This is an optimization exercise on Yosys and OpenROAD, whose aim is small area, a short achievable clock period and few clock cycles per item, not a production implementation.
At most, simulation tests tie the RTL to the original design; equivalence was not proved.
The RTL of run 1 was laid out without a check of its function.

$ cat flow/config.mk
export PLATFORM = sky130hd
export DESIGN_NAME = launch_grid_block_splitter
export DESIGN_NICKNAME = launch_grid_block_splitter
export VERILOG_FILES = /design/flow/design.v
export SDC_FILE = /design/flow/constraint.sdc
export NUM_CORES = 4
export LEC_CHECK = 0
export CAP_MARGIN = 50
export CORE_MARGIN = 2
export CORE_UTILIZATION = 40
export SLEW_MARGIN = 50
export SETUP_SLACK_MARGIN = 8
$ cat flow/constraint.sdc
create_clock -name core_clock -period 12.5 [get_ports {clk}]
set_input_delay 2.5000 -clock core_clock [delete_from_list [all_inputs] [get_ports {clk}]]
set_output_delay 2.5000 -clock core_clock [all_outputs]
set_load 0.01 [all_outputs]
$ cat flow/design.v
package lgbs_pkg;
  localparam int EXT_W = 31;
  localparam int LIM_W = 11;
  localparam int BLK_W = 34;
  localparam int THR_W = 12;
  localparam logic [1:0] ST_OK        = 2'd0;
  localparam logic [1:0] ST_EXTENT    = 2'd1;
  localparam logic [1:0] ST_GIVEN_THR = 2'd2;
  localparam logic [1:0] ST_AUTO_THR  = 2'd3;
endpackage
module lgbs_mdu (
  input  logic        op_mul,    
  input  logic        op_div,    
  input  logic        bit_i,     
  input  logic        badd,      
  input  logic        cin,       
  input  logic [33:0] acc,
  input  logic [33:0] x,
  input  logic [30:0] n,
  output logic [33:0] res,
  output logic        qbit
);
  logic [35:0] a, b, nn1, nn2, s1, c1, s2, c2, u, v1, v2;
  logic        ci;
  always_comb begin
    a   = {1'b0, acc, 1'b0};
    b   = badd ? {2'b00, x} : 36'd0;
    ci  = op_div ? bit_i : cin;
    nn1 = ~{5'd0, n};
    nn2 = ~{4'd0, n, 1'b0};
    s1  = a ^ b ^ nn1;
    c1  = {((a[34:0] & b[34:0]) | (a[34:0] & nn1[34:0]) | (b[34:0] & nn1[34:0])), 1'b1};
    s2  = a ^ b ^ nn2;
    c2  = {((a[34:0] & b[34:0]) | (a[34:0] & nn2[34:0]) | (b[34:0] & nn2[34:0])), 1'b1};
    u   = a + b + {35'd0, ci};
    v1  = s1 + c1 + {35'd0, ci};
    v2  = s2 + c2 + {35'd0, ci};
    qbit = !v1[35];
    if (op_mul)       res = u[33:0];
    else if (!v2[35]) res = v2[33:0];
    else if (!v1[35]) res = v1[33:0];
    else              res = u[33:0];
  end
endmodule
module launch_grid_block_splitter (
  input  logic         clk,
  input  logic         rst_n,
  input  logic         in_tvalid,
  output logic         in_tready,
  input  logic [191:0] in_tdata,
  input  logic         in_tuser,
  output logic         out_tvalid,
  input  logic         out_tready,
  output logic [191:0] out_tdata,
  input  logic         cfg_valid,
  output logic         cfg_ready,
  input  logic [2:0]   cfg_index,
  input  logic [30:0]  cfg_data
);
  localparam logic [4:0]
    S_IDLE  = 5'd0,  S_DLOAD = 5'd1,  S_DCHK  = 5'd2,  S_EXTM  = 5'd3,
    S_EXTW  = 5'd4,  S_EXTC  = 5'd5,  S_TDIV  = 5'd6,  S_TDIVW = 5'd7,
    S_TCEIL = 5'd8,  S_THR   = 5'd9,  S_THRW  = 5'd10, S_THRR  = 5'd11,
    S_GLOOP = 5'd12, S_RINIT = 5'd13, S_RHO   = 5'd14, S_FSH   = 5'd15,
    S_AMUL  = 5'd16, S_AMULW = 5'd17, S_ADIV  = 5'd18, S_ADIVW = 5'd19,
    S_ASET  = 5'd20, S_FIN   = 5'd21, S_ZERO  = 5'd22, S_DONE  = 5'd23,
    S_DACT  = 5'd24, S_EXTS  = 5'd25, S_THRM  = 5'd26;
  localparam logic [1:0] OP_SQ = 2'd0, OP_MUL = 2'd1, OP_DIV = 2'd2;
  localparam logic [1:0] GU_IDLE = 2'd0, GU_ABS = 2'd1, GU_ITER = 2'd2;
  function automatic logic [5:0] msb_idx(input logic [33:0] v);
    logic [63:0] t;
    logic [5:0]  p;
    t    = {30'd0, v};
    p[5] = |t[63:32];
    t[31:0] = p[5] ? t[63:32] : t[31:0];
    p[4] = |t[31:16];
    t[15:0] = p[4] ? t[31:16] : t[15:0];
    p[3] = |t[15:8];
    t[7:0] = p[3] ? t[15:8] : t[7:0];
    p[2] = |t[7:4];
    t[3:0] = p[2] ? t[7:4] : t[3:0];
    p[1] = |t[3:2];
    t[1:0] = p[1] ? t[3:2] : t[1:0];
    p[0] = t[1];
    msb_idx = p;
  endfunction
  logic [4:0]  state_r;
  logic        rdy_r;
  logic        out_valid_r;
  logic [10:0] mb_r [3];
  logic [30:0] mg_r [3];
  logic [10:0] mt_r;
  logic [1:0]  nd_r;
  logic        tiled_r;
  logic [1:0]  dim_r;
  logic [1:0]  status_r;
  logic [11:0] thr_r;
  logic [30:0] gx_r, gy_r, gz_r;
  logic [33:0] bx_r, by_r, bz_r;
  logic        c_ext_r, c_amb_r, c_geq_r, c_b1_r;
  logic [5:0]  psum_r;
  logic        limz_r, gz0_r, l0_r;
  logic        mu_busy_r;
  logic        mu_sq_r, mu_mul_r, mu_div_r;
  logic        mu_srcx_r;
  logic [5:0]  mu_i_r;
  logic        mu_last_r;
  logic        mu_bit_r;
  logic        mu_badd_r;
  logic [33:0] acc_r;
  logic [33:0] x_r;
  logic [30:0] anchor_r;
  logic [33:0] k_r;
  logic [5:0]  e_r;
  logic        xnew_r;
  logic [1:0]  gu_st_r;
  logic [30:0] ga_r, gb_r;
  logic [4:0]  gk_r;
  logic [30:0] in_g, in_l;
  logic [1:0]  in_nd;
  always_comb begin
    case (dim_r)
      2'd0:    begin in_g = in_tdata[32:2];  in_l = in_tdata[125:95];  end
      2'd1:    begin in_g = in_tdata[63:33]; in_l = in_tdata[156:126]; end
      default: begin in_g = in_tdata[94:64]; in_l = in_tdata[187:157]; end
    endcase
    in_nd = (in_tdata[1:0] == 2'd0) ? 2'd1 : in_tdata[1:0];
  end
  logic [10:0] cur_mb;
  logic [30:0] cur_mg;
  assign cur_mb = mb_r[dim_r];
  assign cur_mg = mg_r[dim_r];
  logic        mu_start;
  logic [1:0]  mu_op_n;
  logic        mu_srcx_n;
  logic [33:0] src_now, src_run;
  logic [5:0]  src_msb;
  logic        src_nz;
  logic [33:0] mu_res;
  logic        mu_q;
  logic        mu_may_write;
  logic        mu_done;
  logic        nbit;
  assign src_now = mu_srcx_n ? x_r : {3'd0, gb_r};
  assign src_run = mu_srcx_r ? x_r : {3'd0, gb_r};
  assign src_msb = msb_idx(src_now);
  assign src_nz  = (src_now != 34'd0);
  assign nbit    = src_run[mu_i_r - 6'd1];
  logic        sq_skip;
  logic        sbit;
  assign sq_skip = (mu_op_n == OP_SQ) && (src_msb != 6'd0);
  assign sbit    = src_now[src_msb - 6'd1];
  lgbs_mdu u_mdu (
    .op_mul (mu_mul_r),
    .op_div (mu_div_r),
    .bit_i  (mu_bit_r),
    .badd   (mu_badd_r),
    .cin    (mu_sq_r && mu_last_r),
    .acc    (acc_r),
    .x      (x_r),
    .n      (gz_r),
    .res    (mu_res),
    .qbit   (mu_q)
  );
  logic [30:0] gzf, lf;
  logic [5:0]  pm, pg;
  logic        lim_zero, ext_sure, ext_amb;
  logic        g_lt_mb, l_lt_m1, g_le_l, g_le_mb;
  logic [10:0] m1;
  logic [30:0] bsel;
  always_comb begin
    gzf      = {gz_r[30:1], gz_r[0] | gz0_r};
    lf       = {bz_r[30:1], bz_r[0] | l0_r};
    pm       = msb_idx({23'd0, cur_mb});
    pg       = msb_idx({3'd0, cur_mg});
    lim_zero = (cur_mb == 11'd0) || (cur_mg == 31'd0);
    ext_sure = limz_r || (src_msb > psum_r + 6'd1);
    ext_amb  = !ext_sure && (src_msb >= psum_r);
    g_lt_mb  = (gzf[30:11] == 20'd0) && (gzf[10:0] < x_r[10:0]);
    g_le_mb  = (gzf[30:11] == 20'd0) && (gzf[10:0] <= x_r[10:0]);
    m1       = g_lt_mb ? gzf[10:0] : x_r[10:0];
    l_lt_m1  = (lf[30:11] == 20'd0) && (lf[10:0] < m1);
    g_le_l   = (gzf <= lf);
    bsel     = l_lt_m1 ? lf : {20'd0, m1};
  end
  logic [31:0] gd_ab;
  logic [30:0] gd_ba, gd_abs, gd_min, gd_sh, ga_sh, gb_sh;
  logic        gd_lt, both_even;
  logic        gu_term, gu_one, gu_is1, gu_ready, gu_load, gu_found;
  always_comb begin
    gd_ab     = {1'b0, ga_r} - {1'b0, gb_r};
    gd_ba     = gb_r - ga_r;
    gd_lt     = gd_ab[31];
    gd_abs    = gd_lt ? gd_ba : gd_ab[30:0];
    gd_min    = gd_lt ? ga_r : gb_r;
    gd_sh     = gd_abs[1] ? {1'b0, gd_abs[30:1]} :
                gd_abs[2] ? {2'b00, gd_abs[30:2]} : {3'b000, gd_abs[30:3]};
    both_even = !ga_r[0] && !gb_r[0];
    ga_sh     = (ga_r[1] || both_even) ? {1'b0, ga_r[30:1]} :
                ga_r[2] ? {2'b00, ga_r[30:2]} : {3'b000, ga_r[30:3]};
    gb_sh     = (gb_r[1] || both_even) ? {1'b0, gb_r[30:1]} :
                gb_r[2] ? {2'b00, gb_r[30:2]} : {3'b000, gb_r[30:3]};
    gu_one    = (gb_r == 31'd1);
    gu_term   = (ga_r == 31'd0) || (ga_r == gb_r) || gu_one;
    gu_is1    = gu_one && (gk_r == 5'd0);
  end
  assign gu_found = (state_r == S_RHO) && (gu_st_r == GU_ITER) && gu_term && !gu_is1;
  assign gu_ready = (gu_st_r == GU_IDLE) || ((gu_st_r == GU_ITER) && gu_term && gu_is1);
  assign gu_load  = (state_r == S_RHO) && xnew_r && gu_ready;
  assign mu_may_write = !xnew_r || gu_load;
  assign mu_done  = mu_busy_r && mu_last_r && (!mu_sq_r || mu_may_write);
  logic [4:0]  state_n;
  logic        last_dim;
  logic        g_gt_mg;
  logic [30:0] inc_in, inc_out;
  logic        inc_c;
  logic        need_div;
  assign last_dim = (dim_r == 2'd2);
  assign g_gt_mg  = gz_r > cur_mg;
  assign inc_in   = (state_r == S_FSH) ? {1'b0, gz_r[30:1]} : x_r[30:0];
  assign inc_c    = (state_r == S_FSH) ? gz_r[0] : (acc_r != 34'd0);
  assign inc_out  = inc_in + {30'd0, inc_c};
  assign need_div = !c_b1_r && !c_geq_r;
  logic ext_gt, thr_gt, act_go, go_tdiv, go_zext, dim_done, thr_mul;
  assign ext_gt   = {3'd0, gz_r} > acc_r;
  assign thr_gt   = thr_r > {1'b0, mt_r};
  assign act_go   = ((state_r == S_DACT) && !c_ext_r && !c_amb_r) ||
                    ((state_r == S_EXTC) && !ext_gt);
  assign go_tdiv  = act_go && tiled_r && need_div;
  assign go_zext  = ((state_r == S_DACT) && c_ext_r) || ((state_r == S_EXTC) && ext_gt);
  assign thr_mul  = !(bz_r == 34'd1 || bz_r == 34'd0 || thr_r == 12'd0 || thr_r == 12'd1 ||
                      bz_r[33:11] != 23'd0);
  assign dim_done = (act_go && tiled_r && !need_div && c_b1_r) ||
                    ((state_r == S_GLOOP) && !g_gt_mg && (bz_r == 34'd1)) ||
                    ((state_r == S_THR) && !thr_mul) || (state_r == S_THRR);
  always_comb begin
    state_n   = state_r;
    mu_start  = 1'b0;
    mu_op_n   = OP_MUL;
    mu_srcx_n = 1'b0;
    case (state_r)
      S_IDLE:  if (in_tvalid && (!out_valid_r || out_tready)) state_n = S_DLOAD;
      S_DLOAD: begin
        if (dim_r < nd_r)  state_n = S_DCHK;
        else if (last_dim) state_n = S_FIN;
      end
      S_DCHK:  state_n = S_DACT;
      S_DACT: begin
        if (c_ext_r)       state_n = S_ZERO;
        else if (c_amb_r)  state_n = S_EXTM;
        else if (!tiled_r) state_n = S_GLOOP;
        else if (need_div) state_n = S_TDIV;
        else if (c_b1_r)   state_n = last_dim ? S_FIN : S_DLOAD;
        else               state_n = S_THR;
      end
      S_EXTM:  state_n = S_EXTS;           
      S_EXTS: begin                         
        mu_start = 1'b1;
        mu_op_n  = OP_MUL;
        state_n  = S_EXTW;
      end
      S_EXTW:  if (mu_done) state_n = S_EXTC;
      S_EXTC: begin
        if (ext_gt)               state_n = S_ZERO;
        else if (!tiled_r)        state_n = S_GLOOP;
        else if (need_div)        state_n = S_TDIV;
        else if (c_b1_r)          state_n = last_dim ? S_FIN : S_DLOAD;
        else                      state_n = S_THR;
      end
      S_TDIV: begin                         
        mu_start = 1'b1;
        mu_op_n  = OP_DIV;
        state_n  = S_TDIVW;
      end
      S_TDIVW: if (mu_done) state_n = S_TCEIL;
      S_TCEIL: state_n = S_THR;
      S_THR: begin
        if (!thr_mul)
          state_n = last_dim ? S_FIN : S_DLOAD;
        else
          state_n = S_THRM;                 
      end
      S_THRM: begin
        mu_start = 1'b1;
        mu_op_n  = OP_MUL;
        state_n  = S_THRW;
      end
      S_THRW: if (mu_done) state_n = S_THRR;
      S_THRR: state_n = last_dim ? S_FIN : S_DLOAD;
      S_GLOOP: begin
        if (g_gt_mg)              state_n = S_RINIT;
        else if (bz_r != 34'd1)   state_n = S_THR;
        else                      state_n = last_dim ? S_FIN : S_DLOAD;
      end
      S_RINIT: state_n = S_RHO;
      S_RHO: begin
        if (gu_found) state_n = S_FSH;
        if (!mu_busy_r) begin
          mu_start  = 1'b1;
          mu_op_n   = OP_SQ;
          mu_srcx_n = 1'b1;
        end
      end
      S_FSH: begin
        if (gk_r == 5'd0) state_n = (gb_r == gz_r) ? S_GLOOP : S_AMUL;
      end
      S_AMUL: begin                         
        mu_start = 1'b1;
        mu_op_n  = OP_MUL;
        state_n  = S_AMULW;
      end
      S_AMULW: if (mu_done) state_n = S_ADIV;    
      S_ADIV: begin
        mu_start = 1'b1;
        mu_op_n  = OP_DIV;
        state_n  = S_ADIVW;
      end
      S_ADIVW: if (mu_done) state_n = S_ASET;
      S_ASET:  state_n = S_GLOOP;
      S_FIN:   state_n = thr_gt ? S_ZERO : S_DONE;
      S_ZERO:  if (dim_r == 2'd2) state_n = S_DONE;
      S_DONE:  state_n = S_IDLE;
      default: state_n = S_IDLE;
    endcase
  end
  assign in_tready  = rdy_r;
  assign cfg_ready  = 1'b1;
  assign out_tvalid = out_valid_r;
  assign out_tdata  = {4'd0, status_r, bz_r[30:0], by_r[30:0], bx_r[30:0], gz_r, gy_r, gx_r};
  always_ff @(posedge clk) begin
    if (!rst_n) begin
      state_r     <= S_IDLE;
      rdy_r       <= 1'b0;
      out_valid_r <= 1'b0;
      mu_busy_r   <= 1'b0;
      gu_st_r     <= GU_IDLE;
      xnew_r      <= 1'b0;
      mb_r[0]     <= 11'd1024;
      mb_r[1]     <= 11'd1024;
      mb_r[2]     <= 11'd64;
      mg_r[0]     <= 31'd2147483647;
      mg_r[1]     <= 31'd65535;
      mg_r[2]     <= 31'd65535;
      mt_r        <= 11'd1024;
    end else begin
      state_r <= state_n;
      rdy_r   <= ((state_r == S_FIN) && !thr_gt) || ((state_r == S_ZERO) && (dim_r == 2'd2));
      if (cfg_valid) begin
        case (cfg_index)
          3'd0: mb_r[0] <= cfg_data[10:0];
          3'd1: mb_r[1] <= cfg_data[10:0];
          3'd2: mb_r[2] <= cfg_data[10:0];
          3'd3: mg_r[0] <= cfg_data;
          3'd4: mg_r[1] <= cfg_data;
          3'd5: mg_r[2] <= cfg_data;
          3'd6: mt_r    <= cfg_data[10:0];
          default: ;
        endcase
      end
      if (state_r == S_DONE)              out_valid_r <= 1'b1;
      else if (out_valid_r && out_tready) out_valid_r <= 1'b0;
      if (mu_start)                mu_busy_r <= 1'b1;
      else if (state_r == S_RINIT) mu_busy_r <= 1'b0;
      else if (mu_done)            mu_busy_r <= 1'b0;
      if (state_r == S_RINIT) begin
        xnew_r  <= 1'b0;
        gu_st_r <= GU_IDLE;
      end else if (state_r == S_RHO) begin
        if (gu_found) begin
          gu_st_r <= GU_IDLE;
        end else begin
          if (mu_done && mu_sq_r) xnew_r <= 1'b1;
          else if (gu_load)       xnew_r <= 1'b0;
          if (gu_load)                            gu_st_r <= GU_ABS;
          else if (gu_st_r == GU_ABS)             gu_st_r <= GU_ITER;
          else if (gu_st_r == GU_ITER && gu_term) gu_st_r <= GU_IDLE;
        end
      end
    end
  end
  always_ff @(posedge clk) begin
    if (mu_start) begin
      mu_sq_r   <= (mu_op_n == OP_SQ);
      mu_mul_r  <= (mu_op_n == OP_MUL);
      mu_div_r  <= (mu_op_n == OP_DIV);
      mu_srcx_r <= mu_srcx_n;
      if (sq_skip) begin
        mu_i_r    <= src_msb - 6'd1;
        mu_last_r <= (src_msb == 6'd1);
        mu_bit_r  <= sbit;
        mu_badd_r <= sbit;
        acc_r     <= x_r;
      end else begin
        mu_i_r    <= src_msb;
        mu_last_r <= (src_msb == 6'd0);
        mu_bit_r  <= src_nz;
        mu_badd_r <= src_nz && (mu_op_n != OP_DIV);
        acc_r     <= 34'd0;
      end
      if (mu_op_n == OP_DIV) x_r <= 34'd0;
    end else if (mu_busy_r) begin
      if (!mu_last_r) begin
        mu_i_r    <= mu_i_r - 6'd1;
        mu_last_r <= (mu_i_r == 6'd1);
        mu_bit_r  <= nbit;
        mu_badd_r <= nbit && !mu_div_r;
        acc_r     <= mu_res;
        if (mu_div_r) x_r <= {x_r[32:0], mu_q};
      end else if (mu_done) begin
        if (mu_sq_r) begin
          x_r <= mu_res;
        end else begin
          acc_r <= mu_res;
          if (mu_div_r) x_r <= {x_r[32:0], mu_q};
        end
      end
    end
    case (state_r)
      S_RINIT: x_r <= 34'd2;
      S_DLOAD: x_r <= {23'd0, cur_mb};
      S_THR, S_AMUL: x_r <= bz_r;
      default: ;
    endcase
    if (state_r == S_RINIT) begin
      anchor_r <= 31'd2;
      k_r      <= 34'd1;
      e_r      <= 6'd1;
    end else if (state_r == S_RHO) begin
      if (gu_found) begin
      end else if (gu_load) begin
        ga_r <= x_r[30:0];
        gb_r <= anchor_r;
        if (k_r[e_r]) begin
          anchor_r <= x_r[30:0];
          e_r      <= e_r + 6'd1;
          k_r      <= 34'd1;
        end else begin
          k_r <= k_r + 34'd1;
        end
      end else if (gu_st_r == GU_ABS) begin
        ga_r <= gd_abs;
        gb_r <= gz_r;
        gk_r <= 5'd0;
      end else if (gu_st_r == GU_ITER && !gu_term) begin
        if (!ga_r[0]) ga_r <= ga_sh;
        if (both_even) gk_r <= gk_r + 5'd1;
        if (!gb_r[0])  gb_r <= gb_sh;
        if (ga_r[0] && gb_r[0]) begin
          ga_r <= gd_sh;
          gb_r <= gd_min;
        end
      end
    end else if (state_r == S_FSH) begin
      if (gk_r != 5'd0) begin
        gb_r <= {gb_r[29:0], 1'b0};
        gk_r <= gk_r - 5'd1;
      end
    end else if (state_r == S_DLOAD) begin
      gb_r <= in_g;
    end else if (state_r == S_EXTM) begin
      gb_r <= cur_mg;
    end else if (state_r == S_THR) begin
      gb_r <= {19'd0, thr_r};
    end else if (go_tdiv || (state_r == S_AMULW && mu_done)) begin
      gb_r <= gz_r;
    end
    if (dim_done) dim_r <= dim_r + 2'd1;
    case (state_r)
      S_IDLE: begin
        nd_r    <= in_nd;
        tiled_r <= in_tuser;
        dim_r   <= 2'd0;
        thr_r   <= 12'd1;
      end
      S_DLOAD: begin
        status_r <= 2'd0;
        psum_r   <= pm + pg;
        limz_r   <= lim_zero;
        gz0_r    <= (in_g == 31'd0);
        l0_r     <= (in_l == 31'd0);
        gx_r <= gy_r;
        gy_r <= gz_r;
        bx_r <= by_r;
        by_r <= bz_r;
        if (dim_r < nd_r) begin
          gz_r <= in_g;
          bz_r <= tiled_r ? {3'd0, in_l} : 34'd1;
        end else begin
          gz_r <= 31'd1;
          bz_r <= 34'd1;
          if (!last_dim) dim_r <= dim_r + 2'd1;
        end
      end
      S_DCHK: begin
        c_ext_r <= ext_sure;
        c_amb_r <= ext_amb;
        c_geq_r <= g_le_mb && g_le_l;
        c_b1_r  <= (bsel == 31'd1);
        bz_r    <= {3'd0, bsel};
        gz_r    <= (g_le_mb && g_le_l) ? 31'd1 : gzf;
      end
      S_DACT, S_EXTC: begin
        if (go_zext) begin
          status_r <= 2'd1;
          dim_r    <= 2'd0;
        end
        if (go_tdiv) gz_r <= bz_r[30:0];
      end
      S_AMULW: if (mu_done) gz_r <= gb_r;
      S_ADIV:  bz_r <= acc_r;
      S_TCEIL: gz_r <= inc_out;
      S_THR: begin
        if (bz_r == 34'd1) begin
        end else if (bz_r == 34'd0 || thr_r == 12'd0) begin
          thr_r <= 12'd0;
        end else if (bz_r[33:11] != 23'd0) begin
          thr_r <= 12'd2048;
        end else if (thr_r == 12'd1) begin
          thr_r <= {1'b0, bz_r[10:0]};
        end
      end
      S_THRR: begin
        thr_r <= (acc_r > 34'd2047) ? 12'd2048 : acc_r[11:0];
      end
      S_FSH: begin
        if (gk_r == 5'd0 && gb_r == gz_r) begin
          gz_r <= inc_out;
          bz_r <= {bz_r[32:0], 1'b0};
        end
      end
      S_ASET: gz_r <= x_r[30:0];
      S_FIN: begin
        if (thr_gt) begin
          status_r <= tiled_r ? 2'd2 : 2'd3;
          dim_r    <= 2'd0;
        end
      end
      S_ZERO: begin
        gx_r  <= gy_r;
        gy_r  <= gz_r;
        gz_r  <= 31'd0;
        bx_r  <= by_r;
        by_r  <= bz_r;
        bz_r  <= 34'd0;
        dim_r <= dim_r + 2'd1;
      end
      default: ;
    endcase
  end
endmodule
$ cat flow/flow/run.sh
#!/bin/bash
set -euo pipefail
SETUP_MARGIN=8
cp standard.sh standard.sh.txt
grep -v '^export SETUP_SLACK_MARGIN' config.mk > config.mk.new
echo "export SETUP_SLACK_MARGIN = ${SETUP_MARGIN}" >> config.mk.new
mv config.mk.new config.mk
bash standard.sh > standard.log 2>&1
$ cat flow/standard.sh
#!/bin/bash
# synth_recipe.tcl (not shown) runs the flow's synth.tcl, then flattens the netlist and writes it again
# the make line also repeats each setting of config.mk as NAME=value (left out here)
make -C /OpenROAD-flow-scripts/flow DESIGN_CONFIG=/design/flow/config.mk WORK_HOME=/design/flow/orfs CLKGATE_MAP_FILE= SYNTH_SCRIPT=/design/flow/synth_recipe.tcl "${@:-finish}"
==> results of run 1 <==
[cell families after synthesis]
logic type                 count (synthesis)  synth area share (%)
buffers and inverters                    856                  6.89
muxes                                    190                  4.76
adders and majority gates                421                  11.7
DFF                                      588                  31.4
AOI/OAI and AO/OA                       1795                  24.9
xor gates and xnor gates                 221                  3.93
other                                      2                0.0153
and+or+nand+nor                         1760                  16.4
[cells in the mapped netlist (82+ instances only)]
master    number
a21boi_0      83
a21o_1       153
a21oi_1      439
a22oi_1      134
clkbuf_1     325
dfxtp_1      221
edfxtp_1     367
ha_1         354
inv_1        430
mux2i_1      134
nand2_1      756
nand3_1      205
nand4_1       82
nor2_1       339
o21ai_0      323
xnor2_1      124
xor2_1        97
[metal layers]
layer	routed length [um]	share of wire, %
met1	95900	38
met4	20800	8.2
met3	34400	14
met2	102000	40
met5	674	0.27
[critical path, cell delays in order, from the launching register on]
cell and delay, ps:
edfxtp_1 370, buf_12 140, buf_12 160, nand2_8 60, fa_1 500, inv_1 50
ha_1 260, nor2b_1 120, o21a_1 170, o21ai_2 90, a21oi_4 190, a2111oi_4 100
buf_4 170, o31ai_4 320, a2111oi_4 120, buf_4 170, or3_4 410, a211o_4 420
a31oi_4 270, buf_6 180, nand4_1 200, a32o_1 320
[cell type report]
type                            instances  area [um^2]
Sequential cell                       588        15500
Multi-Input combinational cell       4401        33400
Timing Repair inverter                  2         17.5
Clock buffer                          101         2150
Tap cell                             1625         2030
Timing Repair Buffer                  955         9420
Fill cell                           11200        57200
Clock inverter                         34          510
Antenna cell                           16         40.0
Inverter                              434         1700
[sequential cells by signal, indices dropped and copies added, names as in the netlist, 6 cells and up]
name and cells:
bz_r 34, by_r 31, anchor_r 31, gy_r 31
mu_i_r 6, x_r 34, gx_r 31, thr_r 12
gz_r 31, mg_r 93, ga_r 31, bx_r 31
e_r 6, k_r 34, acc_r 34, mb_r 33
mt_r 11, gb_r 31, psum_r 6
[repair_timing]
action / 4_1_cts / 5_1_grt
gates resized for setup: 387 / 210
setup buffers: 196 / 90
hold buffers: 0 / 0
endpoints found under the setup margin: 319 / 257
cloned: 17 / 10
pin swaps: 112 / 99
[per-stage QoR]
| stage | setup WS, ps | utilization, % | instances |
|---|---|---|---|
| after floorplan | 7800 | - | 5836 |
| after global placement | 5490 | 45.7 | 7656 |
| after detailed placement | 5740 | 46.1 | 7683 |
| after CTS | 7490 | 51.4 | 8031 |
| after global routing | 7330 | 53.1 | 8143 |
| final | 7410 | 53.1 | 8156 |
[final timing paths]
check / from / end / slack (ps) / depth (start not counted)
setup / recovery: mu_badd_r / acc_r[32] / 7410 / 21
hold / removal: gy_r[12] / gx_r[12] / 450 / 0
setup reg to reg: mu_badd_r / acc_r[32] / 7410 / 21
hold reg to reg: gy_r[12] / gx_r[12] / 450 / 0
==> results_dict.tcl, run 1 <==
set metrics [dict create \
    status "no timing/DRC/antenna violations" \
    grt_pass1_vias 48800 \
    finalSetupViolations 0 \
    first_pass_iters 13 \
    root_buffer "clkbuf_16" \
    clock_skew_ps 43.2 \
    htree_num_levels 3 \
    avgViaCountPerCell 6.47 \
    final_design_area_no_fill_um2 64700 \
    clkTransAtPathRegs_ps 60 \
    grt_pass1_wl_um 353000 \
    grt_use_met3_pct 13.4 \
    min_period_ps 5090 \
    synthCells 5833 \
    synthDistinctLibCells 107 \
    slew_headroom_pct 43.3 \
    synth_seq_cells 588 \
    cp_data_required_time_ps 12920 \
    drive_above_1_share_pct 18.2 \
    endpoint_kind "register" \
    cts_tree "done" \
    async_flop_share_pct 0 \
    avgRoutedWirePerCell_um 31.1 \
    clock-sinks 588 \
    boundaryPins 427 \
    num_rows 128 \
    finalNetCount 7109 \
    dp_hpwl_um 179000 \
    ys_top_cells_by_area "edfxtp_1 (22%), ha_1 (9.0%), dfxtp_1 (9.0%), nand2_1 (5.8%), a21oi_1 (4.5%)" \
    grt.busiest_layer "met2" \
    fp.dieArea_um2 126000 \
    start_util_pct 40.4 \
    final_cell_mix "nand2_1 (724), inv_1 (418), clkdlybuf4s50_1 (412)" \
    die_y_um 355 \
    hp-class "reg -> reg" \
    grt_overflow_total 0 \
    dpl-instance-area_um2 56200 \
    finalHoldViolCount 0 \
    use_met2_pct 54.5 \
    seq_area_frac_synth_pct 31.4 \
    cts_buffers 74 \
    num_vias 52800 \
    drt_iter0_drc 8566 \
    route.detailed.drc 0 \
    clkLatencyLatePin_ps 700 \
    synth_top_area_share_pct 22.4 \
    gp_congestion 1.03 \
    clock.fmax_ghz 0.196 \
    maxCapViolations 0 \
    grt_use_total_pct 38.3 \
    finalSetupTns_ps 0 \
    crit_type "reg -> reg" \
    coreArea_um2 122000 \
    ant_nets 0 \
    antenna_found_initial 29 \
    timing.hold.ws_ps 446 \
    clk_path_buf_depth 3 \
    synthToLayoutAreaGrowth_pct 31.5 \
    layout_commonest_cell "nand2_1" \
    critPathMaxFanout 7 \
    worst_ep_arrival_time_ps 5510 \
    wirelength_um 253000 \
    die_x_um 355 \
    synth_area_leader_cell "edfxtp_1" \
    timing.final.crit_share_pct 40.7 \
    grt_setup_unrepaired "yes" \
    netlist_area_um2 49200 \
    drv_slew 0 \
    avgSynthCellArea_um2 8.43 \
    yosysWarnings 4 \
    ys.flop_type "edfxtp_1" \
    grt_start_max_net_pins 111 \
    grtUsageMet1_pct 49.0 \
    tightest_slew_ps 846 \
    synth_edf_count 367 \
    portBuffers 417 \
    start_kind "register" \
]
==> inputs of run 2 (changes only) <==
--- a/flow/design.v
+++ b/flow/design.v
@@ -111,7 +111,6 @@
   logic [33:0] x_r;
   logic [30:0] anchor_r;
   logic [33:0] k_r;
-  logic [5:0]  e_r;
   logic        xnew_r;
   logic [1:0]  gu_st_r;
   logic [30:0] ga_r, gb_r;
@@ -148,7 +147,9 @@
   assign nbit    = src_run[mu_i_r - 6'd1];
   logic        sq_skip;
   logic        sbit;
-  assign sq_skip = (mu_op_n == OP_SQ) && (src_msb != 6'd0);
+  logic        n_is1;
+  assign sq_skip = (src_msb != 6'd0);
+  assign n_is1   = (gz_r == 31'd1);
   assign sbit    = src_now[src_msb - 6'd1];
   lgbs_mdu u_mdu (
     .op_mul (mu_mul_r),
@@ -207,6 +208,8 @@
   assign gu_found = (state_r == S_RHO) && (gu_st_r == GU_ITER) && gu_term && !gu_is1;
   assign gu_ready = (gu_st_r == GU_IDLE) || ((gu_st_r == GU_ITER) && gu_term && gu_is1);
   assign gu_load  = (state_r == S_RHO) && xnew_r && gu_ready;
+  logic [33:0] k_inc;
+  assign k_inc = k_r + 34'd1;
   assign mu_may_write = !xnew_r || gu_load;
   assign mu_done  = mu_busy_r && mu_last_r && (!mu_sq_r || mu_may_write);
   logic [4:0]  state_n;
@@ -360,7 +363,7 @@
       if (state_r == S_DONE)              out_valid_r <= 1'b1;
       else if (out_valid_r && out_tready) out_valid_r <= 1'b0;
       if (mu_start)                mu_busy_r <= 1'b1;
-      else if (state_r == S_RINIT) mu_busy_r <= 1'b0;
+      else if (state_r == S_RINIT || gu_found) mu_busy_r <= 1'b0;
       else if (mu_done)            mu_busy_r <= 1'b0;
       if (state_r == S_RINIT) begin
         xnew_r  <= 1'b0;
@@ -388,8 +391,9 @@
         mu_i_r    <= src_msb - 6'd1;
         mu_last_r <= (src_msb == 6'd1);
         mu_bit_r  <= sbit;
-        mu_badd_r <= sbit;
-        acc_r     <= x_r;
+        mu_badd_r <= sbit && (mu_op_n != OP_DIV);
+        if (mu_op_n == OP_DIV) acc_r <= {33'd0, !n_is1};
+        else                   acc_r <= x_r;
       end else begin
         mu_i_r    <= src_msb;
         mu_last_r <= (src_msb == 6'd0);
@@ -397,7 +401,7 @@
         mu_badd_r <= src_nz && (mu_op_n != OP_DIV);
         acc_r     <= 34'd0;
       end
-      if (mu_op_n == OP_DIV) x_r <= 34'd0;
+      if (mu_op_n == OP_DIV) x_r <= {33'd0, sq_skip && n_is1};
     end else if (mu_busy_r) begin
       if (!mu_last_r) begin
         mu_i_r    <= mu_i_r - 6'd1;
@@ -418,25 +422,19 @@
     case (state_r)
       S_RINIT: x_r <= 34'd2;
       S_DLOAD: x_r <= {23'd0, cur_mb};
-      S_THR, S_AMUL: x_r <= bz_r;
+      S_THR, S_FSH: x_r <= bz_r;
       default: ;
     endcase
     if (state_r == S_RINIT) begin
       anchor_r <= 31'd2;
-      k_r      <= 34'd1;
-      e_r      <= 6'd1;
+      k_r      <= 34'd2;
     end else if (state_r == S_RHO) begin
       if (gu_found) begin
       end else if (gu_load) begin
         ga_r <= x_r[30:0];
         gb_r <= anchor_r;
-        if (k_r[e_r]) begin
-          anchor_r <= x_r[30:0];
-          e_r      <= e_r + 6'd1;
-          k_r      <= 34'd1;
-        end else begin
-          k_r <= k_r + 34'd1;
-        end
+        if ((k_r & k_inc) == 34'd0) anchor_r <= x_r[30:0];
+        k_r <= k_inc;
       end else if (gu_st_r == GU_ABS) begin
         ga_r <= gd_abs;
         gb_r <= gz_r;
==> run 2 against run 1 <==
  * Die area grew 0.58%
  * Critical path type unchanged
  * Count of clock-buffer cells in the layout increased by 5
  * Synthesized cell count rose by 0.99%
  * Utilization is 1.3 points lower
  * Critical path depth rose by 1
  * Non-clock buffer count down 43
  * Register-to-register slack got worse by 370 ps
==> results_dict.tcl, run 2 <==
set metrics [dict create \
    grt_pass1_vias 50000 \
    path_buf_inv 2 \
    worst_ep_arrival_time_ps 5890 \
    min_period_ps 5460 \
    cts_tree "done" \
    ys_top_cells_by_area "edfxtp_1 (22%), ha_1 (9.7%), dfxtp_1 (8.7%), nand2_1 (5.4%), a21oi_1 (4.3%)" \
    synthToLayoutAreaGrowth_pct 29.0 \
    clock.fmax_ghz 0.183 \
    route.detailed.drc 0 \
    reg2reg_from "gz_r[17]" \
    synthCells 5891 \
    start_util_pct 40.1 \
    avgViaCountPerCell 6.53 \
    cpMaxStageDelayCell "edfxtp_1" \
    num_vias 53400 \
    crit_family "simple AND/OR/NAND/NOR gates" \
    die_y_um 356 \
    dpl-instance-area_um2 56200 \
    grt_use_met3_pct 11.6 \
    first_pass_iters 12 \
    grt.busiest_layer "met2" \
    layout_commonest_cell "nand2_1" \
    clkLatencyLatePin_ps 710 \
    finalHoldViolCount 0 \
    synth_area_leader_cell "edfxtp_1" \
    status "no timing/DRC/antenna violations" \
    ant_nets 0 \
    wirelength_um 250000 \
    clock_skew_ps 63.3 \
    timing.hold.ws_ps 439 \
    final_cell_mix "nand2_1 (689), inv_1 (437), clkdlybuf4s50_1 (413)" \
    ctsHoldBuffers 0 \
    finalSetupViolations 0 \
    grtUsageMet1_pct 47.9 \
    crit_path_start "gz_r[17]" \
    num_rows 129 \
    slowest_delay_ps 480 \
    yosysMostFrequentCell "nand2_1" \
    grt_overflow_total 0 \
    coreArea_um2 123000 \
    endpoint_kind "register" \
    grt_start_max_net_pins 74 \
    grt_setup_unrepaired "yes" \
    grt_pass1_wl_um 351000 \
    synth_common_cells "nand2_1 (710), inv_1 (449), a21oi_1 (424)" \
    ys.flop_type "edfxtp_1" \
    synth_seq_cells 582 \
    crit_chain "buf_4, nor4_1, nand3_1, nand3b_1, or2_2, nor3_4, a21o_4, mux2i_4, ha_4, a21o_1, a21o_1, a21o_1, a21o_1, a21o_1, a21oi_2, o21ai_2, or3_4, a211oi_4, a211oi_2, buf_4, mux2i_1, o221ai_1" \
    antenna_found_initial 15 \
    avgRoutedWirePerCell_um 30.7 \
    fp.dieArea_um2 127000 \
    multi_input_area_um2 33100 \
    final_design_area_no_fill_um2 63800 \
    synthDistinctLibCells 99 \
    cts_buffers 74 \
    async_flop_share_pct 0 \
    drt_iter0_drc 8442 \
    synth_top_area_share_pct 22.3 \
    gp_congestion 1.02 \
    drv_slew 0 \
    htree_num_levels 3 \
    cp_data_required_time_ps 12930 \
    use_met2_pct 55.3 \
    fillCellCount 11600 \
    yosysWarnings 4 \
    critPathMaxFanout 7 \
    hp-class "reg -> reg" \
    timing.final.crit_share_pct 43.7 \
    die_x_um 356 \
    clkTransAtPathRegs_ps 70 \
    clk_path_buf_depth 3 \
    drive_above_1_share_pct 15.8 \
    tightest_slew_ps 812 \
    regMostFlops "mg_r" \
    netlist_area_um2 49500 \
    finalSetupTns_ps 0 \
    start_kind "register" \
    finalNetCount 7140 \
    hp-start "gy_r[28]" \
    clock-sinks 582 \
    dp.cells 7737 \
    avgSynthCellArea_um2 8.40 \
    maxCapViolations 0 \
    crit_path_frequent_cell "a21o_1" \
    seqCellArea_um2 15300 \
    postLayoutCoreUtil_pct 51.8 \
    portBuffers 417 \
    synth_edf_count 367 \
    boundaryPins 427 \
    largest_reg_flops 93 \
    slew_headroom_pct 45.5 \
    crit_type "reg -> reg" \
    dp_hpwl_um 174000 \
    root_buffer "clkbuf_16" \
    seq_area_frac_synth_pct 31.0 \
    grt_use_total_pct 37.7 \
    stdcell_count 8164 \
]
-- run 2: cell types whose count changed after synthesis, sizes merged, moves of 29 or more --
cell | previous run | this run
o211ai | 61 | 90
a22oi | 134 | 105
nand2 | 758 | 711
o221ai | 82 | 41
a21boi | 83 | 14
o21ai | 330 | 278
nor2 | 343 | 407
a221o | 14 | 45
ha | 354 | 383
mux2i | 134 | 174
nor3 | 69 | 117
a211oi | 30 | 90
-- run 2: path summary, 6_finish.rpt --
path                            depth (start not counted)  endpoint  slack [ps]
worst max-delay path                                   22   bz_r[1]        7040
worst min-delay path                                    0  gx_r[28]         440
worst max register to register                         22   bz_r[1]        7040
worst min register to register                          0  gx_r[28]         440
-- run 2: repair_timing --
item,4_1_cts,5_1_grt
resized for setup,387,152
setup endpoints to repair,296,252
gates cloned,14,6
pin swaps,129,69
setup buffers,177,82
-- run 2: through the flow --
stage / setup slack, ps
final: 7040
after global placement: 5820
after detailed placement: 5940
after CTS: 7170
after floorplan: 7080
after global routing: 6980
-- run 2: final cells by class --
class                           instances  share of cell area [%]
Multi-Input combinational cell       4433                    51.8
Sequential cell                       582                    24.0
Timing Repair Buffer                  912                    14.2
Clock buffer                          106                    3.27
Tap cell                             1637                    3.21
Inverter                              454                    2.76
Clock inverter                         31                   0.663
Antenna cell                            8                  0.0314
Timing Repair inverter                  1                  0.0255
-- run 2: cells by family after synthesis --
group	share of synthesized area (%)
DFF	31.0
AOI/OAI and AO/OA	24.4
buffers and inverters	7.05
muxes	4.77
xor gates and xnor gates	3.20
and+or+nand+nor	17.2
other	0.0152
adders and majority gates	12.4
-- run 2: worst register-to-register path: stages, from the launching register on --
cell and delay, ps:
edfxtp_1 480, buf_4 250, nor4_1 360, nand3_1 130, nand3b_1 300, or2_2 400
nor3_4 240, a21o_4 230, mux2i_4 290, ha_4 240, a21o_1 150, a21o_1 150
a21o_1 150, a21o_1 160, a21o_1 170, a21oi_2 160, o21ai_2 90, or3_4 360
a211oi_4 290, a211oi_2 80, buf_4 190, mux2i_1 160, o221ai_1 140
-- run 2: per-layer routing --
metal / vias to the layer above / part of all wire [%]
met3: 973 / 14
met5: - / 0.016
met2: 4135 / 41
met1: 25400 / 37
met4: 6 / 8.0
li1: 22800 / -
Testbench counts of run 2, summed over its fixed seeds: cycles 54,826, items 320.
==> inputs of run 3 (changes only) <==
--- a/flow/design.v
+++ b/flow/design.v
@@ -103,7 +103,7 @@
   logic        mu_busy_r;
   logic        mu_sq_r, mu_mul_r, mu_div_r;
   logic        mu_srcx_r;
-  logic [5:0]  mu_i_r;
+  logic [5:0]  mu_j_r;      
   logic        mu_last_r;
   logic        mu_bit_r;
   logic        mu_badd_r;
@@ -144,7 +144,7 @@
   assign src_run = mu_srcx_r ? x_r : {3'd0, gb_r};
   assign src_msb = msb_idx(src_now);
   assign src_nz  = (src_now != 34'd0);
-  assign nbit    = src_run[mu_i_r - 6'd1];
+  assign nbit    = src_run[mu_j_r];
   logic        sq_skip;
   logic        sbit;
   logic        n_is1;
@@ -388,14 +388,14 @@
       mu_div_r  <= (mu_op_n == OP_DIV);
       mu_srcx_r <= mu_srcx_n;
       if (sq_skip) begin
-        mu_i_r    <= src_msb - 6'd1;
+        mu_j_r    <= src_msb - 6'd2;
         mu_last_r <= (src_msb == 6'd1);
         mu_bit_r  <= sbit;
         mu_badd_r <= sbit && (mu_op_n != OP_DIV);
         if (mu_op_n == OP_DIV) acc_r <= {33'd0, !n_is1};
         else                   acc_r <= x_r;
       end else begin
-        mu_i_r    <= src_msb;
+        mu_j_r    <= 6'd0;
         mu_last_r <= (src_msb == 6'd0);
         mu_bit_r  <= src_nz;
         mu_badd_r <= src_nz && (mu_op_n != OP_DIV);
@@ -404,8 +404,8 @@
       if (mu_op_n == OP_DIV) x_r <= {33'd0, sq_skip && n_is1};
     end else if (mu_busy_r) begin
       if (!mu_last_r) begin
-        mu_i_r    <= mu_i_r - 6'd1;
-        mu_last_r <= (mu_i_r == 6'd1);
+        mu_j_r    <= mu_j_r - 6'd1;
+        mu_last_r <= (mu_j_r == 6'd0);
         mu_bit_r  <= nbit;
         mu_badd_r <= nbit && !mu_div_r;
         acc_r     <= mu_res;
==> flow/flow/run.sh (replaced) <==
#!/bin/bash
set -euo pipefail
SETUP_MARGIN=8
cp standard.sh standard.sh.txt
grep -v '^export SETUP_SLACK_MARGIN\|^export BUFFER_PORTS_ARGS' config.mk > config.mk.new
echo "export SETUP_SLACK_MARGIN = ${SETUP_MARGIN}" >> config.mk.new
echo "export BUFFER_PORTS_ARGS = -buffer_cell sky130_fd_sc_hd__buf_1" >> config.mk.new
mv config.mk.new config.mk
bash standard.sh > standard.log 2>&1
--- a/flow/config.mk
+++ b/flow/config.mk
@@ -10,3 +10,4 @@
 export CORE_UTILIZATION = 40
 export SLEW_MARGIN = 50
 export SETUP_SLACK_MARGIN = 8
+export BUFFER_PORTS_ARGS = -buffer_cell sky130_fd_sc_hd__buf_1
==> run 3 against run 2 <==
  * Synthesized area rose by 0.64%
  * Setup slack gained 340 ps
  * Register-to-register slack better by 340 ps
  * Non-clock buffer count rose by 25
  * Global-route usage shrank 0.81 points
  * Cell area decreased by 1.5%
  * Die area is 0.64% higher
  * Clock skew decreased by 22 ps
  * Utilization shrank 0.89 points
  * First-iteration DRC count decreased by 3.2%
  * Critical path type unchanged
  * Largest cell class unchanged
==> results_dict.tcl, run 3 <==
set metrics [dict create \
    root_buffer "clkbuf_16" \
    synth_top_area_share_pct 22.1 \
    synthCells 5908 \
    coreArea_um2 124000 \
    synthToLayoutAreaGrowth_pct 26.3 \
    avgSynthCellArea_um2 8.43 \
    largest_reg_flops 93 \
    maxCapViolations 0 \
    hp-class "reg -> reg" \
    regMostFlops "mg_r" \
    drive_above_1_share_pct 18.1 \
    endpoint_kind "register" \
    drv_slew 0 \
    gp_congestion 1.01 \
    num_vias 53800 \
    htree_num_levels 3 \
    synth_edf_count 367 \
    dr_wl_met3_um 34600 \
    die_y_um 357 \
    cts_tree "done" \
    min_period_ps 5110 \
    status "no timing/DRC/antenna violations" \
    avgViaCountPerCell 6.55 \
    ys_top_cells_by_area "edfxtp_1 (22%), ha_1 (9.7%), dfxtp_1 (8.6%), nand2_1 (5.1%), mux2i_1 (3.9%)" \
    synthDistinctLibCells 115 \
    netlist_area_um2 49800 \
    fillCellCount 11600 \
    timing.final.crit_share_pct 40.9 \
    route.detailed.drc 0 \
    finalHoldViolCount 0 \
    worst_ep_arrival_time_ps 5640 \
    wirelength_um 248000 \
    synth_seq_cells 582 \
    fp.dieArea_um2 127000 \
    portBuffers 417 \
    dp_hpwl_um 169000 \
    grt_setup_unrepaired "yes" \
    grt_overflow_total 0 \
    tightest_slew_ps 855 \
    async_flop_share_pct 0 \
    yosysMostFrequentCell "nand2_1" \
    finalSetupTns_ps 0 \
    finalNetCount 7196 \
    slew_headroom_pct 42.9 \
    ys.flop_type "edfxtp_1" \
    dpl-instance-area_um2 54000 \
    critPathMaxFanout 6 \
    boundaryPins 427 \
    final_cell_mix "nand2_1 (644), inv_1 (420), buf_1 (416)" \
    grt_start_max_net_pins 85 \
    synth_area_leader_cell "edfxtp_1" \
    ctsHoldBuffers 0 \
    yosysWarnings 4 \
    die_x_um 357 \
    route.met2.wl_um 102000 \
    first_pass_iters 13 \
    cts_buffers 73 \
    clock-sinks 582 \
    num_rows 129 \
    cp_data_required_time_ps 13030 \
    r2r_setup_slack_ps 7390 \
    ant_nets 0 \
    seq_area_frac_synth_pct 30.8 \
    clk_path_buf_depth 3 \
    drt_iter0_drc 8173 \
    m1WireLength_um 90500 \
    top_layer "met5" \
    clock.fmax_ghz 0.196 \
    avgRoutedWirePerCell_um 30.2 \
    grt_use_total_pct 36.9 \
    crit_type "reg -> reg" \
    antenna_found_initial 20 \
    grt_pass1_vias 49400 \
    clkLatencyLatePin_ps 690 \
    clkTransAtPathRegs_ps 60 \
    start_util_pct 40.3 \
    timing.hold.ws_ps 439 \
    start_kind "register" \
    synth_common_cells "nand2_1 (678), inv_1 (443), nor2_1 (402)" \
    grt_pass1_wl_um 345000 \
    finalSetupViolations 0 \
    layout_commonest_cell "nand2_1" \
    clock_skew_ps 40.9 \
    final_design_area_no_fill_um2 62900 \
]
run 3: kinds of logic after synthesis:
kind of cell | synth area share (%)
fa+ha+maj | 12.4
compound gates | 24.8
other cells | 0.0151
flops | 30.8
buf+inv | 6.94
simple gates | 16.9
xor+xnor | 3.38
mux | 4.76
run 3: critical path, stage by stage, from the launching register on:
cell	delay (ps)
edfxtp_1	640
inv_1	230
fa_1	570
inv_2	50
ha_4	250
o21a_1	110
o21a_1	200
and3_4	180
o41ai_4	70
a311o_1	370
o21ai_4	130
o41ai_4	340
o21bai_4	140
a31o_4	270
a221oi_4	320
buf_12	180
buf_16	160
clkinvlp_4	130
buf_8	160
a211oi_4	240
a221o_1	170
run 3: layer usage:
| layer | vias to the layer above | track usage, % |
|---|---|---|
| met5 | - | 0.593 |
| met4 | 25 | 24.3 |
| met3 | 1144 | 12.5 |
| met2 | 4117 | 53.5 |
| met1 | 25500 | 46.5 |
| li1 | 23000 | - |
run 3: timing repair:
action,4_1_cts,5_1_grt
pin swaps,130,147
gates resized for setup,454,248
setup endpoints to repair,244,252
cloned,27,8
setup buffers,194,90
run 3: area by class of cell:
cell class	instances	area (um^2)	area share, %
Multi-Input combinational cell	4470	34300	54.6
Sequential cell	582	15300	24.4
Timing Repair Buffer	937	7050	11.2
Clock buffer	104	2090	3.32
Tap cell	1637	2050	3.26
Inverter	447	1740	2.77
Clock inverter	29	294	0.467
Antenna cell	7	17.5	0.0279
Timing Repair inverter	1	8.76	0.0139
run 3: final timing paths:
kind,startpoint,end,cells after the start
setup / recovery,acc_r[4],x_r[21],20
hold / removal,by_r[7],bx_r[7],0
setup reg to reg,acc_r[4],x_r[21],20
hold reg to reg,by_r[7],bx_r[7],0
run 3: metrics by stage:
step	instances	setup WS (ps)	util (%)
6_report	8214	7390	50.9
5_1_grt	8209	7310	50.9
3_5_place_dp	7753	6120	43.6
3_3_place_gp	7732	5910	43.2
2_1_floorplan	5911	8000	-
4_1_cts	8107	7410	49.0
Testbench counts of run 3, summed over its fixed seeds: cycles 54,826, items 320.
==> inputs of run 4 (changes only) <==
--- a/flow/design.v
+++ b/flow/design.v
@@ -224,9 +224,26 @@
   assign inc_c    = (state_r == S_FSH) ? gz_r[0] : (acc_r != 34'd0);
   assign inc_out  = inc_in + {30'd0, inc_c};
   assign need_div = !c_b1_r && !c_geq_r;
+  logic start, dload, tiled_now, dim_act;
+  assign start     = (state_r == S_IDLE) && in_tvalid && (!out_valid_r || out_tready);
+  assign dload     = (state_r == S_DLOAD) || start;
+  assign tiled_now = (state_r == S_IDLE) ? in_tuser : tiled_r;
+  assign dim_act   = (state_r == S_IDLE) || (dim_r < nd_r);
   logic ext_gt, thr_gt, act_go, go_tdiv, go_zext, dim_done, thr_mul;
-  assign ext_gt   = {3'd0, gz_r} > acc_r;
-  assign thr_gt   = thr_r > {1'b0, mt_r};
+  assign ext_gt   = c_ext_r;    
+  logic [11:0] thr_nx;
+  always_comb begin
+    thr_nx = thr_r;
+    if (state_r == S_THR) begin
+      if (bz_r == 34'd1)                       thr_nx = thr_r;
+      else if (bz_r == 34'd0 || thr_r == 12'd0) thr_nx = 12'd0;
+      else if (bz_r[33:11] != 23'd0)           thr_nx = 12'd2048;
+      else if (thr_r == 12'd1)                 thr_nx = {1'b0, bz_r[10:0]};
+    end else if (state_r == S_THRR) begin
+      thr_nx = (acc_r[33:11] != 23'd0) ? 12'd2048 : acc_r[11:0];
+    end
+  end
+  assign thr_gt   = thr_nx > {1'b0, mt_r};
   assign act_go   = ((state_r == S_DACT) && !c_ext_r && !c_amb_r) ||
                     ((state_r == S_EXTC) && !ext_gt);
   assign go_tdiv  = act_go && tiled_r && need_div;
@@ -236,16 +253,18 @@
   assign dim_done = (act_go && tiled_r && !need_div && c_b1_r) ||
                     ((state_r == S_GLOOP) && !g_gt_mg && (bz_r == 34'd1)) ||
                     ((state_r == S_THR) && !thr_mul) || (state_r == S_THRR);
+  logic fin_ev;
+  assign fin_ev   = last_dim && (dim_done || ((state_r == S_DLOAD) && !dim_act));
   always_comb begin
     state_n   = state_r;
     mu_start  = 1'b0;
     mu_op_n   = OP_MUL;
     mu_srcx_n = 1'b0;
     case (state_r)
-      S_IDLE:  if (in_tvalid && (!out_valid_r || out_tready)) state_n = S_DLOAD;
+      S_IDLE:  if (start) state_n = S_DCHK;
       S_DLOAD: begin
         if (dim_r < nd_r)  state_n = S_DCHK;
-        else if (last_dim) state_n = S_FIN;
+        else if (last_dim) state_n = thr_gt ? S_ZERO : S_DONE;
       end
       S_DCHK:  state_n = S_DACT;
       S_DACT: begin
@@ -253,7 +272,7 @@
         else if (c_amb_r)  state_n = S_EXTM;
         else if (!tiled_r) state_n = S_GLOOP;
         else if (need_div) state_n = S_TDIV;
-        else if (c_b1_r)   state_n = last_dim ? S_FIN : S_DLOAD;
+        else if (c_b1_r)   state_n = last_dim ? (thr_gt ? S_ZERO : S_DONE) : S_DLOAD;
         else               state_n = S_THR;
       end
       S_EXTM:  state_n = S_EXTS;           
@@ -267,7 +286,7 @@
         if (ext_gt)               state_n = S_ZERO;
         else if (!tiled_r)        state_n = S_GLOOP;
         else if (need_div)        state_n = S_TDIV;
-        else if (c_b1_r)          state_n = last_dim ? S_FIN : S_DLOAD;
+        else if (c_b1_r)          state_n = last_dim ? (thr_gt ? S_ZERO : S_DONE) : S_DLOAD;
         else                      state_n = S_THR;
       end
       S_TDIV: begin                         
@@ -279,7 +298,7 @@
       S_TCEIL: state_n = S_THR;
       S_THR: begin
         if (!thr_mul)
-          state_n = last_dim ? S_FIN : S_DLOAD;
+          state_n = last_dim ? (thr_gt ? S_ZERO : S_DONE) : S_DLOAD;
         else
           state_n = S_THRM;                 
       end
@@ -289,11 +308,11 @@
         state_n  = S_THRW;
       end
       S_THRW: if (mu_done) state_n = S_THRR;
-      S_THRR: state_n = last_dim ? S_FIN : S_DLOAD;
+      S_THRR: state_n = last_dim ? (thr_gt ? S_ZERO : S_DONE) : S_DLOAD;
       S_GLOOP: begin
         if (g_gt_mg)              state_n = S_RINIT;
         else if (bz_r != 34'd1)   state_n = S_THR;
-        else                      state_n = last_dim ? S_FIN : S_DLOAD;
+        else                      state_n = last_dim ? (thr_gt ? S_ZERO : S_DONE) : S_DLOAD;
       end
       S_RINIT: state_n = S_RHO;
       S_RHO: begin
@@ -320,7 +339,6 @@
       end
       S_ADIVW: if (mu_done) state_n = S_ASET;
       S_ASET:  state_n = S_GLOOP;
-      S_FIN:   state_n = thr_gt ? S_ZERO : S_DONE;
       S_ZERO:  if (dim_r == 2'd2) state_n = S_DONE;
       S_DONE:  state_n = S_IDLE;
       default: state_n = S_IDLE;
@@ -347,7 +365,7 @@
       mt_r        <= 11'd1024;
     end else begin
       state_r <= state_n;
-      rdy_r   <= ((state_r == S_FIN) && !thr_gt) || ((state_r == S_ZERO) && (dim_r == 2'd2));
+      rdy_r   <= (fin_ev && !thr_gt) || ((state_r == S_ZERO) && (dim_r == 2'd2));
       if (cfg_valid) begin
         case (cfg_index)
           3'd0: mb_r[0] <= cfg_data[10:0];
@@ -421,7 +439,10 @@
     end
     case (state_r)
       S_RINIT: x_r <= 34'd2;
-      S_DLOAD: x_r <= {23'd0, cur_mb};
+      default: ;
+    endcase
+    if (dload) x_r <= {23'd0, cur_mb};
+    case (state_r)
       S_THR, S_FSH: x_r <= bz_r;
       default: ;
     endcase
@@ -453,7 +474,7 @@
         gb_r <= {gb_r[29:0], 1'b0};
         gk_r <= gk_r - 5'd1;
       end
-    end else if (state_r == S_DLOAD) begin
+    end else if (dload) begin
       gb_r <= in_g;
     end else if (state_r == S_EXTM) begin
       gb_r <= cur_mg;
@@ -467,10 +488,13 @@
       S_IDLE: begin
         nd_r    <= in_nd;
         tiled_r <= in_tuser;
-        dim_r   <= 2'd0;
         thr_r   <= 12'd1;
       end
-      S_DLOAD: begin
+      S_EXTW: if (mu_done) c_ext_r <= !mu_q;    
+      S_DONE: dim_r <= 2'd0;
+      default: ;
+    endcase
+    if (dload) begin
         status_r <= 2'd0;
         psum_r   <= pm + pg;
         limz_r   <= lim_zero;
@@ -480,15 +504,16 @@
         gy_r <= gz_r;
         bx_r <= by_r;
         by_r <= bz_r;
-        if (dim_r < nd_r) begin
+        if (dim_act) begin
           gz_r <= in_g;
-          bz_r <= tiled_r ? {3'd0, in_l} : 34'd1;
+          bz_r <= tiled_now ? {3'd0, in_l} : 34'd1;
         end else begin
           gz_r <= 31'd1;
           bz_r <= 34'd1;
           if (!last_dim) dim_r <= dim_r + 2'd1;
         end
-      end
+    end
+    case (state_r)
       S_DCHK: begin
         c_ext_r <= ext_sure;
         c_amb_r <= ext_amb;
@@ -507,19 +532,7 @@
       S_AMULW: if (mu_done) gz_r <= gb_r;
       S_ADIV:  bz_r <= acc_r;
       S_TCEIL: gz_r <= inc_out;
-      S_THR: begin
-        if (bz_r == 34'd1) begin
-        end else if (bz_r == 34'd0 || thr_r == 12'd0) begin
-          thr_r <= 12'd0;
-        end else if (bz_r[33:11] != 23'd0) begin
-          thr_r <= 12'd2048;
-        end else if (thr_r == 12'd1) begin
-          thr_r <= {1'b0, bz_r[10:0]};
-        end
-      end
-      S_THRR: begin
-        thr_r <= (acc_r > 34'd2047) ? 12'd2048 : acc_r[11:0];
-      end
+      S_THR, S_THRR: thr_r <= thr_nx;
       S_FSH: begin
         if (gk_r == 5'd0 && gb_r == gz_r) begin
           gz_r <= inc_out;
@@ -527,12 +540,6 @@
         end
       end
       S_ASET: gz_r <= x_r[30:0];
-      S_FIN: begin
-        if (thr_gt) begin
-          status_r <= tiled_r ? 2'd2 : 2'd3;
-          dim_r    <= 2'd0;
-        end
-      end
       S_ZERO: begin
         gx_r  <= gy_r;
         gy_r  <= gz_r;
@@ -544,5 +551,10 @@
       end
       default: ;
     endcase
+    if (fin_ev && thr_gt) begin
+      status_r <= tiled_r ? 2'd2 : 2'd3;
+      dim_r    <= 2'd0;
+    end
+    if (!rst_n) dim_r <= 2'd0;
   end
 endmodule
==> run 4 against run 3 <==
  * Still clean
  * Utilization hardly changed
  * Register-to-register slack worse by 20 ps
  * Final cell count up 2.3%
  * Cell area is 0.45% lower
  * Setup slack worse by 20 ps
  * Die area decreased by 0.69%
  * Global-route usage decreased by 0.92 points
  * Fmax fell by 0.38%
  * Synthesized cell count grew 3.9%
  * Critical path depth up 8
  * First-iteration DRC count shrank 8.0%
  * Critical path type unchanged
  * Largest cell class unchanged
==> results_dict.tcl, run 4 <==
set metrics [dict create \
    drive_above_1_share_pct 18.4 \
    grt_pass1_wl_um 339000 \
    setup_ws_ps 7370 \
    critPathMaxFanout 6 \
    fillCellCount 11600 \
    yosysWarnings 4 \
    ctsHoldBuffers 0 \
    cts_buffers 75 \
    final_cell_mix "nand2_1 (784), buf_1 (417), inv_1 (402)" \
    hp-class "reg -> reg" \
    clock_skew_ps 54.8 \
    ys_top_cells_by_area "edfxtp_1 (20%), dfxtp_1 (10%), ha_1 (8.1%), nand2_1 (6.2%), a21oi_1 (4.3%)" \
    synth_edf_count 329 \
    maxCapViolations 0 \
    async_flop_share_pct 0 \
    avgRoutedWirePerCell_um 28.5 \
    timing.final.crit_share_pct 41.1 \
    avgSynthCellArea_um2 8.06 \
    cts_tree "done" \
    synthToLayoutAreaGrowth_pct 26.6 \
    seq_area_frac_synth_pct 30.2 \
    clk_path_buf_depth 3 \
    boundaryPins 427 \
    grt_start_max_net_pins 104 \
    clkTransAtPathRegs_ps 60 \
    dp_hpwl_um 164000 \
    yosysMostFrequentCell "nand2_1" \
    portBuffers 417 \
    synth_area_leader_cell "edfxtp_1" \
    antenna_found_initial 14 \
    route.detailed.drc 0 \
    regMostFlops "mg_r" \
    min_path_cells 0 \
    tightest_slew_ps 936 \
    netlist_area_um2 49500 \
    synthDistinctLibCells 110 \
    min_period_ps 5130 \
    cpMaxStageDelayCell "edfxtp_1" \
    slew_headroom_pct 37.6 \
    wirelength_um 240000 \
    finalSetupTns_ps 0 \
    coreArea_um2 123000 \
    start_kind "register" \
    seqCellArea_um2 15000 \
    gp_congestion 1.02 \
    start_util_pct 40.2 \
    crit_type "reg -> reg" \
    finalNetCount 7306 \
    finalSetupViolations 0 \
    drt_iter0_drc 7516 \
    finalHoldViolCount 0 \
    avgViaCountPerCell 6.47 \
    first_pass_iters 10 \
    worst_ep_arrival_time_ps 5660 \
    dp_slack_ps 5840 \
    grt_overflow_total 0 \
    synth_common_cells "nand2_1 (823), a21oi_1 (427), inv_1 (414), nor2_1 (414), o21ai_0 (396)" \
    synthCells 6138 \
    endpoint_kind "register" \
    grt_setup_unrepaired "yes" \
    layout_commonest_cell "nand2_1" \
    die_x_um 356 \
    ant_nets 0 \
    slowest_delay_ps 360 \
    drv_slew 0 \
    clkLatencyLatePin_ps 730 \
    htree_num_levels 3 \
    die_y_um 356 \
    clock-sinks 582 \
    status "no timing/DRC/antenna violations" \
    num_rows 129 \
    clock.fmax_ghz 0.195 \
    largest_reg_flops 93 \
    synth_top_area_share_pct 20.0 \
    grt_use_total_pct 36.0 \
    num_vias 54400 \
    rr_worst_depth 28 \
    root_buffer "clkbuf_16" \
    crit_path_frequent_cell "o21a_1" \
    synth_seq_cells 582 \
    multi_input_area_um2 34500 \
    grt_pass1_vias 50000 \
    cp_data_required_time_ps 13020 \
    ys.flop_type "edfxtp_1" \
    fp.dieArea_um2 126000 \
]
run 4: final timing paths:
path / from / to / slack (ps)
max reg2reg: x_r[1] / c_b1_r / 7370
min reg2reg: by_r[28] / bx_r[28] / 440
min: by_r[28] / bx_r[28] / 440
max: x_r[1] / c_b1_r / 7370
run 4: cell type report:
cell class / count / share of cell area [%]
Clock buffer: 99 / 3.41
Multi-Input combinational cell: 4672 / 55.2
Sequential cell: 582 / 24.0
Antenna cell: 12 / 0.0480
Timing Repair Buffer: 934 / 10.8
Inverter: 423 / 2.60
Tap cell: 1637 / 3.27
Clock inverter: 40 / 0.729
run 4: stage by stage:
step	instances	hold WS, ps	util, %	area, um^2
after detailed placement	7937	432	43.3	53300
after floorplan	6141	430	-	49700
after CTS	8268	441	48.8	60100
after global placement	7927	430	43.0	52900
final	8399	443	50.8	62600
after global routing	8388	448	50.8	62600
run 4: critical path: cells and delay by family, from the launching register on:
| kind | cells | cell delay (ps) |
|---|---|---|
| AO/OA/AOI/OAI | 15 | 2230 |
| adder cells (fa/ha/maj) | 2 | 580 |
| buffers and inverters | 3 | 600 |
| flip-flops | 1 | 360 |
| multiplexers | 2 | 440 |
| AND/OR/NAND/NOR | 6 | 720 |
run 4: cell families after synthesis:
| kind of cell | synth area share, % |
|---|---|
| and+or+nand+nor | 18.3 |
| AOI/OAI and AO/OA | 25.5 |
| buffers and inverters | 7.11 |
| DFF | 30.2 |
| adders and majority gates | 10.9 |
| xor gates and xnor gates | 3.49 |
| muxes | 4.40 |
| other | 0.0152 |
run 4: repair_timing:
item	in CTS	in global routing
setup endpoints to repair	309	308
resized for setup	518	283
setup buffers	169	109
pin swaps	158	131
cloned	23	6
run 4: metal layers:
metal	vias to the layer above	routed length, um	track usage (%)
met2	3987	97600	51.4
met4	18	18900	24.1
met1	25900	90700	46.7
met5	-	216	0.906
met3	1008	32100	10.6
li1	23500	-	-
Testbench counts of run 4, summed over its fixed seeds: cycles 54,186, items 320.

[afterwards: timing with drivers on the ports]
Ports are ideal in the flow. The routed layouts listed here were re-timed in OpenROAD. Step 1 (the two cells are an assumption about what drives the block):
set clk [get_ports {clk}]
set_driving_cell -lib_cell sky130_fd_sc_hd__clkbuf_16 $clk
set_driving_cell -lib_cell sky130_fd_sc_hd__buf_2 [delete_from_list [all_inputs] $clk]
Step 2 times the ports against the registers' clock, not the clock port: input delays grow and output delays shrink by t, the midpoint of the rising clock arrivals with the driver on. Slacks: ideal ports / drivers / drivers and shift; pairs: ideal ports / drivers.
| run | shift t [ns] | setup slack, ns | clock arrival spread, ns | worst register clock-pin slew, ns |
|---|---|---|---|---|
| run 1 | 0.758 | 7.409 / 7.409 / 7.129 | 0.043 / 0.043 | 0.07 / 0.07 |
| run 2 | 0.762 | 7.042 / 7.042 / 7.042 | 0.063 / 0.063 | 0.07 / 0.07 |
| run 3 | 0.751 | 7.386 / 7.386 / 7.386 | 0.043 / 0.042 | 0.07 / 0.07 |
| run 4 | 0.778 | 7.366 / 7.366 / 7.343 | 0.055 / 0.055 | 0.07 / 0.07 |
After both steps setup and hold are still met in every run listed. For run 1, which loses most, drivers alone change the setup slack by 0.000 ns; drivers and shift together by -0.280 ns.
